Background: an optimization exercise with open tools, aiming at small area. Do not read the settings as production practice. In this exercise RTL edits were held to simulation tests only and were not proved equivalent to the original. No driver is modelled on the clock port, so clocking that relies on it looks cheaper here than on a real chip. Power and IR drop assume default switching activity.

== rev 12 ==
==> flow/design.v <==
package cam_pkg;
  typedef logic [20-1:0] cam_data_t;
  typedef logic [15-1:0] cam_key_t;
  typedef logic [7-1:0] cam_loc_t;
  typedef logic [100-1:0] cam_valid_t;
  typedef logic [100*20-1:0] cam_entries_t;
endpackage
`timescale 1ns/1ps
module cam_top
(
  input  logic      clk,
  input  logic      rst_an,
  input  logic      write_valid,
  input  cam_pkg::cam_data_t write_data,
  output logic      wcredit,
  input  logic      search_valid,
  input  cam_pkg::cam_key_t  search_key,
  output logic      hit_valid,
  output logic      hit,
  output cam_pkg::cam_data_t hit_data
);
  localparam int D  = 100;
  localparam int LW = 7;
  localparam int KW = 15;
  localparam int UW = 20 - 15;
  logic [KW-1:0] key [D];
  logic [UW-1:0] up  [D];
  logic [D-1:0]  valid;
  logic [LW-1:0] fresh_cnt;
  logic          exhausted;
  logic [LW-1:0] head, tail;
  logic          lnz;
  logic [LW-1:0] loc_q;
  logic [KW-1:0] key_q;
  logic          hit_q;
  logic          push, pop, single, wr_en, link_we;
  logic [LW-1:0] wr_loc, link_head;
  logic [D-1:0]  d_wr, d_tail, d_loc;
  logic [D-1:0]  wsel, lsel, pend;
  assign push    = hit_q;
  assign pop     = write_valid && exhausted && lnz;
  assign single  = (head == tail);
  assign wr_en   = write_valid && (!exhausted || lnz);
  assign wr_loc  = exhausted ? head : fresh_cnt;
  assign link_we = push && lnz && !(pop && single);
  always_comb begin
    for (int i = 0; i < D; i++) begin
      d_wr[i]   = (wr_loc == LW'(i));
      d_tail[i] = (tail == LW'(i));
      d_loc[i]  = (loc_q == LW'(i));
    end
  end
  assign wsel = wr_en   ? d_wr   : '0;
  assign lsel = link_we ? d_tail : '0;
  assign pend = hit_q   ? d_loc  : '0;
  always_comb begin
    link_head = '0;
    for (int i = 0; i < D; i++) begin
      link_head = link_head | (d_wr[i] ? key[i][LW-1:0] : '0);
    end
  end
  always_ff @(posedge clk or negedge rst_an) begin
    if (!rst_an) begin
      fresh_cnt <= '0;
      exhausted <= 1'b0;
    end else if (write_valid && !exhausted) begin
      if (fresh_cnt == LW'(D - 1)) begin
        exhausted <= 1'b1;
      end else begin
        fresh_cnt <= fresh_cnt + 1'b1;
      end
    end
  end
  always_ff @(posedge clk or negedge rst_an) begin
    if (!rst_an) begin
      lnz <= 1'b0;
    end else begin
      lnz <= push || (lnz && !(pop && single));
    end
  end
  always_ff @(posedge clk) begin
    if (pop) begin
      head <= single ? loc_q : link_head;
    end else if (!lnz) begin
      head <= loc_q;
    end
    if (push) begin
      tail <= loc_q;
    end
  end
  logic [D-1:0] hold;
  assign hold = ~(wsel | lsel);
  always_ff @(posedge clk) begin
    for (int i = 0; i < D; i++) begin
      key[i][LW-1:0] <= ({LW{hold[i]}} & key[i][LW-1:0]) |
                        ({LW{wsel[i]}} & write_data[LW-1:0]) |
                        ({LW{lsel[i]}} & loc_q);
      if (wsel[i]) begin
        key[i][KW-1:LW] <= write_data[KW-1:LW];
        up[i]           <= write_data[20-1:KW];
      end
    end
  end
  always_ff @(posedge clk or negedge rst_an) begin
    if (!rst_an) begin
      valid <= '0;
    end else begin
      valid <= wsel | (valid & ~pend);
    end
  end
  localparam int P = 128;
  logic [P-1:0]  match;
  logic [P-1:0]  tv [8];
  logic [LW-1:0] ti [8][P];
  logic          found;
  logic [LW-1:0] sel_loc;
  always_comb begin
    match = '0;
    for (int i = 0; i < D; i++) begin
      match[i] = valid[i] && !pend[i] && (key[i] == search_key);
    end
  end
  always_comb begin
    tv[0] = match;
    for (int j = 0; j < P; j++) ti[0][j] = '0;
    for (int l = 1; l < 8; l++) begin
      tv[l] = '0;
      for (int j = 0; j < P; j++) ti[l][j] = '0;
      for (int j = 0; j < (P >> l); j++) begin
        tv[l][j] = tv[l-1][2*j] | tv[l-1][2*j+1];
        ti[l][j] = tv[l-1][2*j] ? ti[l-1][2*j] : (ti[l-1][2*j+1] | LW'(1 << (l-1)));
      end
    end
    found   = tv[7][0];
    sel_loc = ti[7][0];
  end
  always_ff @(posedge clk or negedge rst_an) begin
    if (!rst_an) begin
      hit_valid <= 1'b0;
      hit_q     <= 1'b0;
      wcredit   <= 1'b0;
    end else begin
      hit_valid <= search_valid;
      hit_q     <= search_valid && found;
      wcredit   <= hit_q;
    end
  end
  always_ff @(posedge clk) begin
    loc_q <= sel_loc;
    key_q <= search_key;
  end
  logic [UW-1:0] up_sel;
  always_comb begin
    up_sel = '0;
    for (int i = 0; i < D; i++) begin
      up_sel = up_sel | (d_loc[i] ? up[i] : '0);
    end
  end
  assign hit      = hit_q;
  assign hit_data = {up_sel, key_q};
endmodule
Settings: LEC_CHECK=0, CAP_MARGIN=20, CORE_MARGIN=2, CORE_UTILIZATION=40, CTS_CLUSTER_DIAMETER=60, CTS_CLUSTER_SIZE=30, PLACE_DENSITY=0.5, SLEW_MARGIN=20; clock period 10.0 ns.
standard.sh (not shown) runs the stock make flow with config.mk's settings and CLKGATE_MAP_FILE= SYNTH_SCRIPT=/design/flow/synth_recipe.tcl, a recipe that flattens the netlist after the stock synthesis.
==> flow/flow/run.sh <==
#!/bin/bash
# The standard layout, with two changes to the clock tree:
#  - clock tree synthesis adds no dummy loads;
#  - after it, each clock buffer is given the smallest clkbuf size that
#    keeps the slew at every pin it drives under 100 ps, and long
#    signal nets are repaired to a wider slew and cap margin.
set -euo pipefail
export CTS_ARGS="-sink_clustering_enable -repair_clock_nets -dont_use_dummy_load -sink_clustering_size 30 -sink_clustering_max_diameter 60"
bash standard.sh cts > standard_cts.log 2>&1
openroad -no_init -exit flow/ckdown.tcl > ckdown.log 2>&1
bash standard.sh > standard.log 2>&1
==> flow/flow/ckdown.tcl <==
# shrink clock buffers where the slew they give stays under the limit.
set R orfs/results/$::env(FLOW_PLATFORM)/cam_top/base
set P $::env(FLOW_HOME)/platforms/$::env(FLOW_PLATFORM)
read_liberty $P/lib/sky130_fd_sc_hd__tt_025C_1v80.lib
read_db $R/4_cts.odb
read_sdc $R/4_cts.sdc
source $P/setRC.tcl
set_propagated_clock [all_clocks]
estimate_parasitics -placement
set lim 0.1
set n 0
foreach inst [get_cells -filter "ref_name =~ sky130_fd_sc_hd__clkbuf_*"] {
  set orig [get_property $inst ref_name]
  set outpin [get_pins -of_objects $inst -filter "direction==output"]
  set loads [get_pins -of_objects [get_nets -of_objects $outpin] -filter "direction==input"]
  foreach cand {sky130_fd_sc_hd__clkbuf_2 sky130_fd_sc_hd__clkbuf_4 sky130_fd_sc_hd__clkbuf_8} {
    if {$cand == $orig} break
    replace_cell $inst $cand
    set ok 1
    foreach l $loads { if {[get_property $l slew_max] > $lim} {set ok 0; break} }
    if {$ok} { incr n; break } else { replace_cell $inst $orig }
  }
}
puts "resized $n clock buffers"
# long signal nets: routed, their slew comes out well above the
# placement estimate, so repair them here to a wider margin.
set_dont_use {sky130_fd_sc_hd__probe_p_8 sky130_fd_sc_hd__probec_p_8 sky130_fd_sc_hd__lpflow_*}
estimate_parasitics -placement
repair_design -slew_margin 40 -cap_margin 40
detailed_placement
check_placement -verbose
report_worst_slack -max
report_worst_slack -min
write_db $R/4_cts.odb
--- input diff rev 12..rev 13 ---
-- flow/design.v --
<<< rev 12, line 122
  end
  always_comb begin
    tv[0] = match;
    for (int j = 0; j < P; j++) ti[0][j] = '0;
    for (int l = 1; l < 8; l++) begin
      tv[l] = '0;
      for (int j = 0; j < P; j++) ti[l][j] = '0;
      for (int j = 0; j < (P >> l); j++) begin
        tv[l][j] = tv[l-1][2*j] | tv[l-1][2*j+1];
        ti[l][j] = tv[l-1][2*j] ? ti[l-1][2*j] : (ti[l-1][2*j+1] | LW'(1 << (l-1)));
      end
    end
    found   = tv[7][0];
    sel_loc = ti[7][0];
  end
  always_ff @(posedge clk or negedge rst_an) begin
>>> rev 13, line 122
  end
  always_comb begin
    found   = 1'b0;
    sel_loc = '0;
    for (int i = D - 1; i >= 0; i--) begin
      if (match[i]) begin
        found   = 1'b1;
        sel_loc = LW'(i);
      end
    end
  end
  always_ff @(posedge clk or negedge rst_an) begin
==> comparison <==
Rev 13 was carried through to the last stage, and its layout satisfied the timing, DRC and antenna checks. Rev 13 vs rev 12 — net switching power figure dropped 24%. Tightest hold margin (lower): rev 12. Compared with rev 12, in rev 13 met3 track demand over resource now sits lower, final weighted congestion in routability-driven placement down 0.081. Most common cell after layout, fill and taps aside = sky130_fd_sc_hd__nand2_1: rev 13; most common cell after layout, fill and taps aside = sky130_fd_sc_hd__edfxtp_1: rev 12. On synthesized cell count: rev 13 sits above rev 12. From rev 12 to rev 13 the numbers moved as follows: worst setup slack increased 0.18 ns, wire length reported by the detailed router went down. Relative to rev 12, non-clock buffer count has gone up in rev 13. Cmp rev 13 and rev 12 / post-route minimum period / higher: rev 12. On design area, rev 13 does better than rev 12.

==> what the ideal ports hide <==
The flow's constraints put no driver on any port. The routed layouts listed below were extracted and timed again, unchanged, in two steps.
Step 1: set_driving_cell puts a clkbuf_16 on clk and a buf_2 on each other input, an assumption about the parent block.
Step 2, shift: input delay + t, output delay - t, t = (earliest + latest rising clock arrival at the registers) / 2. This alone moves slack from input paths to output paths.
Three values: no drivers, after step 1, after step 2; two values: the first two.
run | t, ns | setup WS [ns] | worst setup path after step 2 | slew at the worst register clock pin (ns) | cell pins on the clock port's net
rev 12 | 0.960 | 2.071 / 1.978 / 2.938 | register to output | 0.11 / 0.11 | 1
rev 13 | 0.935 | 2.252 / 2.154 / 3.089 | register to output | 0.11 / 0.11 | 1
After both steps every run listed still meets setup and hold.
